Context: an optimization exercise on an open-source flow, tuned for small area and a short achievable clock period. The choices shown serve that exercise and are no tape-out recipe. The RTL was checked by simulation tests, not by an equivalence proof against the original design. Power figures rest on the tool's default switching activity, not on a simulated workload.

==> module bmu_arith, before the edit <==
module bmu_arith (
  input  logic [bmu_pkg::XLEN-1:0] a,
  input  logic [bmu_pkg::XLEN-1:0] b,
  input  logic                     sub_op,    
  input  logic [3:0]               op_lo,     
  input  logic                     cmp_s,     
  input  logic                     sel_sum,   
  output logic [bmu_pkg::XLEN-1:0] sum_out,
  output logic                     lt
);
  logic [bmu_pkg::XLEN-1:0] a_pre;
  logic [bmu_pkg::XLEN-1:0] b_mod;
  logic [bmu_pkg::XLEN:0]   sum;
  logic                     sh1, sh2, sh3, no_pre;
  assign sh1    = ~op_lo[3] & ~op_lo[2] &  op_lo[1] &  op_lo[0];
  assign sh2    = ~op_lo[3] &  op_lo[2] & ~op_lo[1] & ~op_lo[0];
  assign sh3    = ~op_lo[3] &  op_lo[2] & ~op_lo[1] &  op_lo[0];
  assign no_pre = ~(sh1 | sh2 | sh3);
  always_comb begin
    for (int i = 0; i < bmu_pkg::XLEN; i++) begin
      a_pre[i] = (no_pre & a[i])
               | (sh1 & ((i >= 1) ? a[(i >= 1) ? i-1 : 0] : 1'b0))
               | (sh2 & ((i >= 2) ? a[(i >= 2) ? i-2 : 0] : 1'b0))
               | (sh3 & ((i >= 3) ? a[(i >= 3) ? i-3 : 0] : 1'b0));
    end
  end
  assign b_mod = b ^ {bmu_pkg::XLEN{sub_op}};
  bmu_add32 add_i (
    .a   (a_pre),
    .b   (b_mod),
    .cin (sub_op),
    .s   (sum)
  );
  always_comb begin
    if (a[bmu_pkg::XLEN-1] ^ b[bmu_pkg::XLEN-1])
      lt = cmp_s ? a[bmu_pkg::XLEN-1] : b[bmu_pkg::XLEN-1];
    else
      lt = sum[bmu_pkg::XLEN-1];
  end
  assign sum_out = sum[bmu_pkg::XLEN-1:0] & {bmu_pkg::XLEN{sel_sum}};
endmodule
==> flow/config.mk <==
export PLATFORM = sky130hd
export DESIGN_NAME = bmu_top
export DESIGN_NICKNAME = bmu_top
export VERILOG_FILES = /design/flow/design.v
export SDC_FILE = /design/flow/constraint.sdc
export NUM_CORES = 4
export LEC_CHECK = 0
export ABC_AREA = 1
export CAP_MARGIN = 20
export CORE_MARGIN = 2
export CORE_UTILIZATION = 65
export SLEW_MARGIN = 20
==> flow/constraint.sdc <==
create_clock -name core_clock -period 25.0 [get_ports {clk}]
set_input_delay 5.0000 -clock core_clock [delete_from_list [all_inputs] [get_ports {clk}]]
set_output_delay 5.0000 -clock core_clock [all_outputs]
set_load 0.01 [all_outputs]
standard.sh (not shown) runs the stock make flow with config.mk's settings and CLKGATE_MAP_FILE= SYNTH_SCRIPT=/design/flow/synth_recipe.tcl, a recipe that flattens the netlist after the stock synthesis.
==> flow/flow/run.sh <==
#!/bin/bash
# The standard layout (standard.sh: ORFS synthesis to finish, unchanged), with one
# difference: the buffers that buffer_ports puts on every input and output port are
# sky130_fd_sc_hd__buf_1 instead of the cell buffer_ports picks by itself.
# ORFS keeps each step's full log under orfs/logs/; make's own output goes to orfs_make.log.
set -euo pipefail
bash standard.sh 'BUFFER_PORTS_ARGS=-buffer_cell sky130_fd_sc_hd__buf_1' finish > orfs_make.log 2>&1
Rerun with:
--- a/flow/design.v
+++ b/flow/design.v
@@ -60,19 +60,12 @@
   logic [bmu_pkg::XLEN-1:0] a_pre;
   logic [bmu_pkg::XLEN-1:0] b_mod;
   logic [bmu_pkg::XLEN:0]   sum;
-  logic                     sh1, sh2, sh3, no_pre;
-  assign sh1    = ~op_lo[3] & ~op_lo[2] &  op_lo[1] &  op_lo[0];
-  assign sh2    = ~op_lo[3] &  op_lo[2] & ~op_lo[1] & ~op_lo[0];
-  assign sh3    = ~op_lo[3] &  op_lo[2] & ~op_lo[1] &  op_lo[0];
-  assign no_pre = ~(sh1 | sh2 | sh3);
-  always_comb begin
-    for (int i = 0; i < bmu_pkg::XLEN; i++) begin
-      a_pre[i] = (no_pre & a[i])
-               | (sh1 & ((i >= 1) ? a[(i >= 1) ? i-1 : 0] : 1'b0))
-               | (sh2 & ((i >= 2) ? a[(i >= 2) ? i-2 : 0] : 1'b0))
-               | (sh3 & ((i >= 3) ? a[(i >= 3) ? i-3 : 0] : 1'b0));
-    end
-  end
+  logic                     by1, by2;   
+  logic [bmu_pkg::XLEN-1:0] a_1;
+  assign by1 = ~op_lo[3] & op_lo[0] & (op_lo[1] ^ op_lo[2]);
+  assign by2 = ~op_lo[3] & op_lo[2] & ~op_lo[1];
+  assign a_1   = by1 ? {a[bmu_pkg::XLEN-2:0], 1'b0} : a;
+  assign a_pre = by2 ? {a_1[bmu_pkg::XLEN-3:0], 2'b00} : a_1;
   assign b_mod = b ^ {bmu_pkg::XLEN{sub_op}};
   bmu_add32 add_i (
     .a   (a_pre),
Count of clock-buffer cells in the layout does not change.
Total power grows by 2.4%.
Combinational power grows by about 4%.
Die area shrinks by 1.0%.
Via count shrinks by 3.2%.
Setup slack is worse by 0.11 ns.
Wire length shrinks by about 6%.
Clock power shrinks by about 3%.
Critical path depth shrinks by 2.
Non-clock buffer count shrinks by 3.
Maximum frequency shrinks by about 1%.
Register-to-register slack is better by 0.10 ns.

-- re-timing with driven ports --
Ports are ideal in the flow. The routed layouts listed here were re-timed in OpenROAD.
Step 1 sets driving cells, clkbuf_16 on the clock port and buf_2 on the other inputs (assumed; they add their load-dependent delay and slew).
Step 2 moves the port delays by t, midway between the first and last clock arrival at a register: inputs arrive t later, outputs are due t later. That takes back most of the time a late clock gives input paths.
a / b / c = ideal / step 1 / step 2; a / b = the first two.
run | shift t [ns] | setup slack, ns | worst setup path after step 2 | latest minus earliest clock arrival (ns) | worst slew at a driven data input, ns
the first run | 0.340 | 14.929 / 14.946 / 14.607 | input to register | 0.017 / 0.017 | 0.05
the second run | 0.336 | 14.822 / 14.834 / 14.498 | input to register | 0.019 / 0.018 | 0.07
After both steps every run listed still meets setup and hold. For the second run, which loses most, drivers alone change the setup slack by +0.012 ns; drivers and shift together by -0.324 ns.
